From an optimization exercise on the open Yosys and OpenROAD flow, aimed at small area, a short achievable clock period and few clock cycles per item; shortcuts taken in it are not production practice. In this exercise RTL edits were held to simulation tests only and were not proved equivalent to the original. Power is estimated from default activity; no workload was simulated.

## flow/design.v (module list and top-level ports; edited modules follow where they fit)
// module fp_mult_stream: 1727 lines
// module fp_mult_stream_fa: 10 lines
// module fp_mult_stream_fx: 12 lines
// module fp_mult_stream_x2: 7 lines
// module fp_mult_stream_ha: 9 lines
// module fp_mult_stream_add: 307 lines
module fp_mult_stream #(
    parameter int WIDTH      = 32,
    parameter int INT_WIDTH  = 16,
    parameter int FRAC_WIDTH = 16,
    parameter int SIGNED     = 1,
    parameter int STAGES     = 3,
    parameter int ROUND      = 1
) (
    input  logic              clk,
    input  logic              reset,
    input  logic              in_valid,
    output logic              in_ready,
    input  logic [WIDTH-1:0]  left,
    input  logic [WIDTH-1:0]  right,
    output logic              out_valid,
    input  logic              out_ready,
    output logic [WIDTH-1:0]  out,
    output logic              ovf
);
  // ...
==> flow/flow/run.sh <==
#!/bin/bash
set -euo pipefail
bash standard.sh SETUP_SLACK_MARGIN=6.25 "BUFFER_PORTS_ARGS=-buffer_cell sky130_fd_sc_hd__buf_2" finish > standard_flow.log 2>&1
==> flow/standard.sh <==
#!/bin/bash
# synth_recipe.tcl (not shown) runs the flow's synth.tcl, then flattens the netlist and writes it again
# the make line also repeats each setting of config.mk as NAME=value (left out here)
make -C /OpenROAD-flow-scripts/flow DESIGN_CONFIG=/design/flow/config.mk WORK_HOME=/design/flow/orfs CLKGATE_MAP_FILE= SYNTH_SCRIPT=/design/flow/synth_recipe.tcl "${@:-finish}"
==> flow/config.mk <==
export PLATFORM = sky130hd
export DESIGN_NAME = fp_mult_stream
export DESIGN_NICKNAME = fp_mult_stream
export VERILOG_FILES = /design/flow/design.v
export SDC_FILE = /design/flow/constraint.sdc
export NUM_CORES = 4
export LEC_CHECK = 0
export ABC_AREA = 1
export CAP_MARGIN = 20
export CORE_MARGIN = 2
export CORE_UTILIZATION = 40
export CTS_BUF_LIST = sky130_fd_sc_hd__clkbuf_16
export CTS_CLUSTER_DIAMETER = 120
export CTS_CLUSTER_SIZE = 30
export SLEW_MARGIN = 20
export SYNTH_HIERARCHICAL = 1
==> flow/constraint.sdc <==
create_clock -name core_clock -period 10.0 [get_ports {clk}]
set_input_delay 2.0000 -clock core_clock [delete_from_list [all_inputs] [get_ports {clk}]]
set_output_delay 2.0000 -clock core_clock [all_outputs]
set_load 0.01 [all_outputs]
==> results.toml, run 1 <==
[status]
run_status = "finished clean"

[clock_network]
cts-resized-gates = 121
cts_root_buffer = "clkbuf_16"
cts_setup_buffers = 21
cts_num_sinks = 294

[final_layout]
final_common_cell = "xor2_1"
multi_input_area_share_pct = 60.5
design_area_um2 = 36100
most-common-layout-cells = "xor2_1, o22ai_1, fa_1, nand2_1, edfxtp_1"
antenna_cells = 1
buffers = 238

[grt]
overflow = 0
grt_util_met1_pct = 31.3

[route]
top_layer = "met5"
initialDrtViolationCount = 2687

[synth]
avgSynthCellArea_um2 = 10.7
yosys_warnings = 7
synth_area_um2 = 32500

[job]
drv_cap = 0

[power]
power_clock_mw = 0.721
seq_power_mw = 2.87

[worst_setup_path]
worstPathArrival_ns = 4.03
rr_endpoint = "cs_q[59]$_DFFE_PN_"

[die]
die_h_um = 289
start_util_pct = 40.4
taps = 1060

[place]
pre_cts_ws_ns = 5.60

[timing]
finalCritPeriodShare_pct = 37.6
relSlewSlack_pct = 35.4
holdWs_ns = 0.478
Testbench counts, summed over its fixed seeds: cycles 16,024, items 16,000.
==> inputs of run 2 (changes only) <==
--- a/flow/design.v
+++ b/flow/design.v
@@ -1735,25 +1735,6 @@
     assign s  = a ^ b ^ c;
     assign co = (a & b) | (a & c) | (b & c);
 endmodule
-module fp_mult_stream_fx (
-    input  logic a,
-    input  logic b,
-    input  logic c,
-    output logic s,
-    output logic co
-);
-    logic t;
-    fp_mult_stream_x2 u_x (.a(a), .b(b), .y(t));
-    assign s  = t ^ c;
-    assign co = (a & b) | (a & c) | (b & c);
-endmodule
-module fp_mult_stream_x2 (
-    input  logic a,
-    input  logic b,
-    output logic y
-);
-    assign y = a ^ b;
-endmodule
 module fp_mult_stream_ha (
     input  logic a,
     input  logic b,
==> flow/flow/run.sh (replaced) <==
#!/bin/bash
set -euo pipefail
bash standard.sh SETUP_SLACK_MARGIN=6.1 "BUFFER_PORTS_ARGS=-buffer_cell sky130_fd_sc_hd__buf_2" finish > standard_flow.log 2>&1
==> run 2 against run 1 <==
  * Die area did not move
  * Clock-buffer cell count unchanged
  * Non-clock buffer count is 38 lower
==> results.toml, run 2 <==
[place]
place_area_um2 = 33600
port-buffer-count = 102
hpwlAfterDp_um = 64800
place.gp.congestion = 0.917
dp_cells = 4017

[synth]
syn_inst = 3049
avgSynthCellArea_um2 = 10.7
synth_area_um2 = 32500
yosys_warnings = 7
synth_fp_nets = 3713

[route]
drc = 0
routedWlPerCell_um = 24.0
initialDrtViolationCount = 2371
dr.pass1.iters = 7
vias_per_cell = 5.75
vias = 23400
ant_nets = 0
routed_wl_um = 97600

[die]
coreArea_um2 = 80500
die_area_um2 = 83700
start_util_pct = 40.4
dieWidth_um = 289
rows = 104
die_h_um = 289
ioPinCount = 103

[status]
run_status = "finished clean"

[final_layout]
final_cells = 4067
fin_nets = 3662
final_common_cell = "xor2_1"
areaGrowthSynthToFinish_pct = 6.62
drive_above_1_share_pct = 9.81
top_register = "cs_q"
design_area_um2 = 34700
most-common-layout-cells = "xor2_1, o22ai_1, fa_1, nand2_1, edfxtp_1"
reg.largest.list = "cs_q x138, res0_q x34, res1_q x34"
fill_cells = 7651
largest_reg_flops = 138

[worst_setup_path]
worstPathArrival_ns = 4.15
cp-start-kind = "flip-flop"
cp_cell_sequence = "inv_2 -> buf_12 -> o22ai_1 -> xor2_1 -> fa_1 -> fa_1 -> fa_1 -> fa_1 -> fa_1"
required_ns = 10.26
cp_max_fo = 26
crit_top_cell = "fa_1"
cp_slowest_stage_delay_ns = 0.51
worst-setup-path-type = "flip-flop to flip-flop"
r2r_slack_ns = 6.12
critPathSlowestCell = "fa_1"
cp-end-kind = "flip-flop"

[grt]
antenna_found_initial = 3
grt_pass1_wl_um = 148000
track_usage_pct = 23.3
grt_pass1_vias = 23900
grt_start_max_net_pins = 136
overflow = 0

[clock_network]
cts.path.max_buffers = 3
clkLatencyLatePin_ns = 0.55
cts-buffers-inserted = 15
cts_tree = "done"
ctsHtreeMaxLevel = 1
clk_pin_slew_ns = 0.12
cts_num_sinks = 294
cts_root_buffer = "clkbuf_16"

[min_path]
min_path_type = "flip-flop to flip-flop"

[timing]
timing.fmax_mhz = 257
relSlewSlack_pct = 35.5
finalSetupViolCount = 0
tightest_slew_ns = 0.968
slew_violations = 0
grt_setup_unrepaired = "yes"
fin_setup_tns_ns = 0
finalCritPeriodShare_pct = 38.8
clock_skew_ns = 0.0284
fin_crit_ns = 3.88
hold_violations = 0

[power]
p_per_area_nw_per_um2 = 361
leakagePower_nw = 14.6
ir_drop_mv = 0.199
total_power_mw = 12.5

[job]
drv_cap = 0
==> run 2: worst max-delay path: cells and delay by family (launching register included) <==
kind | cells | cell delay (ns)
fa+ha+maj | 5 | 2.33
flops | 1 | 0.46
buf+inv | 2 | 0.39
xor+xnor | 1 | 0.26
compound gates | 1 | 0.13
==> run 2: final cells by class <==
cell class	instances	area (um2)	share of cell area (%)
flip-flops and latches	294	8780	25.3
repair buffers	200	1570	4.53
inverters	266	1060	3.04
clock inverters	10	90.1	0.260
clock buffers	15	375	1.08
multi-input cells	2220	21500	61.9
well taps	1060	1330	3.82
diodes	1	2.50	0.00721
repair inverters	1	7.51	0.0216
==> run 2: metal layers <==
layer / up-vias / wire, um / GRT usage, %
met4: 4 / 3820 / 8.45
met2: 1368 / 42900 / 35.3
met3: 297 / 10800 / 7.28
li1: 10200 / - / -
met5: - / 69 / 0.114
met1: 11500 / 40000 / 31.4
==> run 2: timing repair <==
action | 4_1_cts | 5_1_grt
pin swaps | 0 | 1
hold buffers | 0 | 0
gates resized for setup | 28 | 96
gates cloned | 1 | 0
endpoints found under the setup margin | 103 | 59
setup buffers | 19 | 4
==> run 2: worst paths after layout <==
kind | cells after the start | startpoint | to
hold / removal | 0 | sgn_q$_DFFE_PN_ | res1_q[33]$_DFFE_PN_
hold reg to reg | 0 | sgn_q$_DFFE_PN_ | res1_q[33]$_DFFE_PN_
setup / recovery | 9 | one_q[4]$_DFFE_PN_ | cs_q[59]$_DFFE_PN_
setup reg to reg | 9 | one_q[4]$_DFFE_PN_ | cs_q[59]$_DFFE_PN_
==> run 2: report_power, final <==
part | internal, mW | total (mW) | switching, mW
registers | 2.69 | 2.87 | 0.178
logic | 3.63 | 8.93 | 5.30
clock network | 0.291 | 0.719 | 0.428
==> run 2: metrics by stage <==
stage / setup slack (ns) / hold WS, ns / utilization, %
floorplan: 6.53 / 0.421 / -
global placement: 5.56 / 0.446 / 41.7
detailed placement: 5.60 / 0.452 / 41.7
CTS: 6.10 / 0.481 / 42.6
global route: 6.06 / 0.485 / 43.1
finish: 6.12 / 0.478 / 43.1
Testbench counts of run 2, summed over its fixed seeds: cycles 16,024, items 16,000.
==> inputs of run 3 (changes only) <==
==> flow/flow/run.sh (replaced) <==
#!/bin/bash
set -euo pipefail
bash standard.sh SETUP_SLACK_MARGIN=6.3 "BUFFER_PORTS_ARGS=-buffer_cell sky130_fd_sc_hd__buf_2" finish > standard_flow.log 2>&1
==> run 3 against run 2 <==
  * Still clean
  * Maximum frequency increased by 4.0%
  * Cell count grew 0.86%
  * Combinational power increased by 6.0%
  * Die area is the same
  * Global-route usage increased by 0.42 points
  * Non-clock buffer count is 33 higher
  * Synthesized cell count stayed put
  * Clock power about the same
  * Largest power group unchanged
==> results.toml, run 3 <==
[clock_network]
cts-buffers-inserted = 15
cts.path.max_buffers = 3
clk_pin_slew_ns = 0.12
ctsHtreeMaxLevel = 1
clkLatencyLatePin_ns = 0.56
cts_num_sinks = 294
cts_root_buffer = "clkbuf_16"
cts_tree = "done"
postCtsHoldBufs = 0

[die]
die_h_um = 289
start_util_pct = 40.4
coreArea_um2 = 80500
dieWidth_um = 289
rows = 104
ioPinCount = 103
die_area_um2 = 83700

[synth]
yosys_warnings = 7
synth_area_um2 = 32500
synth_fp_nets = 3713
syn_inst = 3049
avgSynthCellArea_um2 = 10.7

[worst_setup_path]
reg2reg_from = "two_q[15]$_DFFE_PN_"
worst-path-stages = 9
cp_slowest_stage_delay_ns = 0.53
cp-start-kind = "flip-flop"
startpoint = "two_q[15]$_DFFE_PN_"
crit_top_cell = "fa_1"
worstPathArrival_ns = 4.03
r2r_slack_ns = 6.27
crit_end = "cs_q[97]$_DFFE_PN_"
rr_endpoint = "cs_q[97]$_DFFE_PN_"
required_ns = 10.29
worst-setup-path-type = "flip-flop to flip-flop"
crit_buf_inv = 2
cp_max_fo = 31
critPathSlowestCell = "fa_1"
cp_cell_sequence = "inv_1 -> buf_4 -> o22ai_1 -> xor2_1 -> fa_1 -> fa_1 -> fa_1 -> fa_1 -> fa_1"
cp-end-kind = "flip-flop"
reg2regPathDepth = 9
crit_family = "adder cells"

[final_layout]
final_cells = 4102
top_register = "cs_q"
final_core_util_pct = 44.8
areaGrowthSynthToFinish_pct = 10.8
drive_above_1_share_pct = 14.0
final_common_cell = "xor2_1"
reg.largest.list = "cs_q x138, res0_q x34, res1_q x34"
most-common-layout-cells = "xor2_1, o22ai_1, fa_1, nand2_1, edfxtp_1"
fin_nets = 3696
largest_reg_flops = 138

[timing]
tightest_slew_ns = 0.961
hold_violations = 0
fin_crit_ns = 3.73
finalSetupViolCount = 0
finalCritPeriodShare_pct = 37.3
slew_violations = 0
fin_setup_tns_ns = 0
fin_ws_ns = 6.27
relSlewSlack_pct = 35.9
grt_setup_unrepaired = "yes"
clock_skew_ns = 0.0299
timing.fmax_mhz = 268

[place]
hpwlAfterDp_um = 64800
port-buffer-count = 102
pre_cts_ws_ns = 5.60
dp_cells = 4017
place.gp.congestion = 0.917

[job]
drv_cap = 0

[status]
run_status = "finished clean"

[route]
routed_wl_um = 102000
dr.pass1.iters = 8
initialDrtViolationCount = 2643
routedWlPerCell_um = 24.8
drc = 0
ant_nets = 0
vias_per_cell = 5.85
vias = 24000

[min_path]
whs_path_depth = 0
min_path_type = "flip-flop to flip-flop"
worstHoldStart = "sgn_q$_DFFE_PN_"

[power]
total_power_mw = 13.1
p_per_area_nw_per_um2 = 362
ir_drop_mv = 0.199
leakagePower_nw = 15.1

[grt]
track_usage_pct = 23.7
grt_pass1_wl_um = 150000
grt_pass1_vias = 24200
overflow = 0
grt_start_max_net_pins = 136
antenna_found_initial = 3
==> run 3: worst min-delay path by stage <==
stage                                       to
after floorplan           res1_q[33]$_DFFE_PN_
after CTS                 res1_q[33]$_DFFE_PN_
after global placement    res1_q[33]$_DFFE_PN_
after detailed placement  res1_q[33]$_DFFE_PN_
after global routing      res1_q[33]$_DFFE_PN_
final                     res1_q[33]$_DFFE_PN_
==> run 3: what timing repair did <==
| item | in CTS | in global routing |
|---|---|---|
| pin swaps | 3 | 29 |
| resized for setup | 166 | 189 |
| setup buffers | 22 | 20 |
| cloned | 7 | 9 |
| endpoints found under the setup margin | 140 | 74 |
==> run 3: where the power goes <==
group	internal [mW]	switching (mW)	total, mW
logic	3.95	5.51	9.47
clock network	0.291	0.430	0.720
registers	2.69	0.181	2.87
==> run 3: cell type report <==
type / instances / area, um2
Clock inverter: 10 / 90.1
Antenna cell: 2 / 5.00
Sequential cell: 294 / 8780
Timing Repair Buffer: 233 / 2420
Fill cell: 7488 / 44500
Timing Repair inverter: 2 / 12.5
Inverter: 266 / 1160
Multi-Input combinational cell: 2220 / 21900
Tap cell: 1060 / 1330
Clock buffer: 15 / 375
==> run 3: worst reg2reg max path: stages, from the launching register on <==
cell and delay (ns):
edfxtp_1 0.39, inv_1 0.06, buf_4 0.44, o22ai_1 0.21
xor2_1 0.19, fa_1 0.43, fa_1 0.41, fa_1 0.39
fa_1 0.53, fa_1 0.43
==> run 3: through the flow <==
step                      cell area, um2  hold WS (ns)
after floorplan                    32600         0.421
after global placement             33600         0.446
after detailed placement           33600         0.452
after CTS                          35000         0.481
after global routing               36100         0.485
final                              36100         0.480
==> run 3: layer usage <==
| metal | GRT usage (%) | wire, um | up-vias |
|---|---|---|---|
| li1 | - | - | 10300 |
| met1 | 31.9 | 40700 | 11800 |
| met2 | 35.8 | 44300 | 1558 |
| met3 | 7.28 | 12200 | 341 |
| met4 | 8.94 | 4510 | 8 |
| met5 | 1.25 | 161 | - |
==> inputs of run 4 (changes only) <==
==> flow/flow/run.sh (replaced) <==
#!/bin/bash
set -euo pipefail
bash standard.sh SETUP_SLACK_MARGIN=6.2 "BUFFER_PORTS_ARGS=-buffer_cell sky130_fd_sc_hd__buf_2" finish > standard_flow.log 2>&1
==> run 4 against run 3 <==
  * Critical path type unchanged
  * Clock-buffer cell count stayed put
  * Worst setup slack got worse by 0.040 ns
  * Largest power group unchanged
  * Critical path depth did not move
  * Non-clock buffer count decreased by 26
  * Via count is 2.1% lower
  * Clock skew is 0.0016 ns higher
  * Register-to-register slack lost 0.04 ns
  * Worst hold slack about the same
  * Still clean on timing, DRC and antenna
  * Largest cell class unchanged
==> results.toml, run 4 <==
[grt]
overflow = 0
grt_pass1_vias = 24000
grt_pass1_wl_um = 148000
antenna_found_initial = 2
track_usage_pct = 23.3
grt_start_max_net_pins = 136

[worst_setup_path]
reg2regPathDepth = 9
worst-setup-path-type = "flip-flop to flip-flop"
worstPathArrival_ns = 4.05
cp_max_fo = 31
reg2reg_from = "one_q[11]$_DFFE_PN_"
rr_endpoint = "cs_q[59]$_DFFE_PN_"
r2r_slack_ns = 6.23
cp-end-kind = "flip-flop"
cp-start-kind = "flip-flop"
required_ns = 10.27

[min_path]
worstHoldStart = "sgn_q$_DFFE_PN_"
whs_path_depth = 0
hold_end = "res1_q[33]$_DFFE_PN_"
min_path_type = "flip-flop to flip-flop"

[power]
ir_drop_mv = 0.198
leakagePower_nw = 14.7
total_power_mw = 12.7
p_per_area_nw_per_um2 = 361

[clock_network]
ctsHtreeMaxLevel = 1
cts-buffers-inserted = 15
clkLatencyLatePin_ns = 0.56
cts_num_sinks = 294
cts_tree = "done"
cts_root_buffer = "clkbuf_16"
clk_pin_slew_ns = 0.12
cts.path.max_buffers = 3
postCtsHoldBufs = 0

[timing]
fin_setup_tns_ns = 0
grt_setup_unrepaired = "yes"
relSlewSlack_pct = 36.0
timing.fmax_mhz = 265
fin_crit_ns = 3.77
holdWs_ns = 0.480
finalCritPeriodShare_pct = 37.7
finalSetupViolCount = 0
hold_violations = 0
clock_skew_ns = 0.0315
slew_violations = 0
tightest_slew_ns = 0.960

[die]
coreArea_um2 = 80500
rows = 104
start_util_pct = 40.4
die_h_um = 289
ioPinCount = 103
dieWidth_um = 289
die_area_um2 = 83700

[route]
initialDrtViolationCount = 2307
vias_per_cell = 5.77
drc = 0
routedWlPerCell_um = 24.0
vias = 23500
dr.pass1.iters = 6
ant_nets = 0
routed_wl_um = 97900

[place]
port-buffer-count = 102
hpwlAfterDp_um = 64800
place.gp.congestion = 0.917

[final_layout]
reg.largest.list = "cs_q x138, res0_q x34, res1_q x34"
fin_nets = 3670
areaGrowthSynthToFinish_pct = 7.74
final_core_util_pct = 43.5
final_common_cell = "xor2_1"
largest_reg_flops = 138
top_register = "cs_q"
most-common-layout-cells = "xor2_1, o22ai_1, fa_1, nand2_1, edfxtp_1"
drive_above_1_share_pct = 11.1

[synth]
yosys_warnings = 7
syn_inst = 3049
synth_area_um2 = 32500
synth_fp_nets = 3713
avgSynthCellArea_um2 = 10.7

[job]
drv_cap = 0

[status]
run_status = "finished clean"
==> run 4: repair_timing <==
item / 4_1_cts / 5_1_grt
resized for setup: 87 / 116
pin swaps: 0 / 8
setup endpoints to repair: 125 / 43
setup buffers: 21 / 7
cloned: 1 / 3
==> run 4: area by class of cell <==
class	count	area (um2)
well taps	1060	1330
diodes	1	2.50
repair buffers	207	1800
clock inverters	10	90.1
repair inverters	2	12.5
clock buffers	15	375
multi-input cells	2220	21600
fillers	7626	45500
flip-flops and latches	294	8780
inverters	266	1070
==> run 4: critical path, cell delays in order, from the launching register on <==
cell	delay, ns
edfxtp_1	0.44
inv_1	0.09
buf_6	0.29
o22ai_1	0.16
xor2_1	0.18
fa_1	0.52
fa_1	0.42
fa_1	0.47
fa_1	0.40
fa_2	0.47
==> run 4: how the worst max path moves through the flow <==
| stage | from | endpoint | slack, ns | cells after the start |
|---|---|---|---|---|
| global route | cs_q[38]$_DFFE_PN_ | res0_q[32]$_DFFE_PP_ | 6.15 | 20 |
| finish | one_q[11]$_DFFE_PN_ | cs_q[59]$_DFFE_PN_ | 6.23 | 9 |
| CTS | one_q[1]$_DFFE_PN_ | cs_q[72]$_DFFE_PN_ | 6.14 | 7 |
| floorplan | neg_q[6]$_DFFE_PN_ | cs_q[89]$_DFFE_PN_ | 6.53 | 8 |
| detailed placement | a_q[31]$_DFFE_PN_ | cs_q[97]$_DFFE_PN_ | 5.60 | 7 |
| global placement | one_q[8]$_DFFE_PN_ | cs_q[59]$_DFFE_PN_ | 5.56 | 8 |
==> run 4: per-stage QoR <==
stage                     instance area (um2)  setup slack [ns]  instances
after floorplan                         32600              6.53       3049
after global placement                  33600              5.56       4017
after global routing                    35100              6.15       4075
after detailed placement                33600              5.60       4017
after CTS                               34600              6.14       4064
final                                   35100              6.23       4075
==> run 4: power by group <==
part           internal [mW]  switching [mW]
registers               2.69           0.179
clock network          0.291           0.430
logic                   3.71            5.38
==> run 4: layer usage <==
metal | global-route usage [%] | vias to the layer above | wire length, um
li1 | - | 10200 | -
met1 | 31.2 | 11600 | 40200
met2 | 35.3 | 1416 | 43100
met3 | 7.12 | 273 | 10800
met4 | 8.93 | 2 | 3790
met5 | 0 | - | 11

-- re-timing with driven ports --
The results above use ideal ports. As a check the final layouts listed here were re-extracted and re-timed, cells and wires unchanged.
Step 1 sets driving cells, clkbuf_16 on the clock port and buf_2 on the other inputs (assumed; they add their load-dependent delay and slew).
Step 2 also shifts input and output timing later by t, the mid clock arrival at the registers, as if the neighbouring blocks saw the same clock.
Three values: no drivers, after step 1, after step 2; two values: the first two.
| run | t, ns | slack for setup (ns) | worst hold slack (ns) | worst setup path at the end | slew at the worst register clock pin (ns) |
|---|---|---|---|---|---|
| run 1 | 0.608 | 6.243 / 6.243 / 6.243 | 0.478 / 0.478 / 0.478 | register to register | 0.12 / 0.12 |
| run 2 | 0.603 | 6.116 / 6.116 / 6.116 | 0.478 / 0.478 / 0.478 | register to register | 0.12 / 0.12 |
| run 3 | 0.605 | 6.265 / 6.265 / 6.265 | 0.480 / 0.480 / 0.480 | register to register | 0.12 / 0.12 |
| run 4 | 0.604 | 6.225 / 6.225 / 6.225 | 0.480 / 0.480 / 0.480 | register to register | 0.12 / 0.12 |
After both steps setup and hold are still met in every run listed.
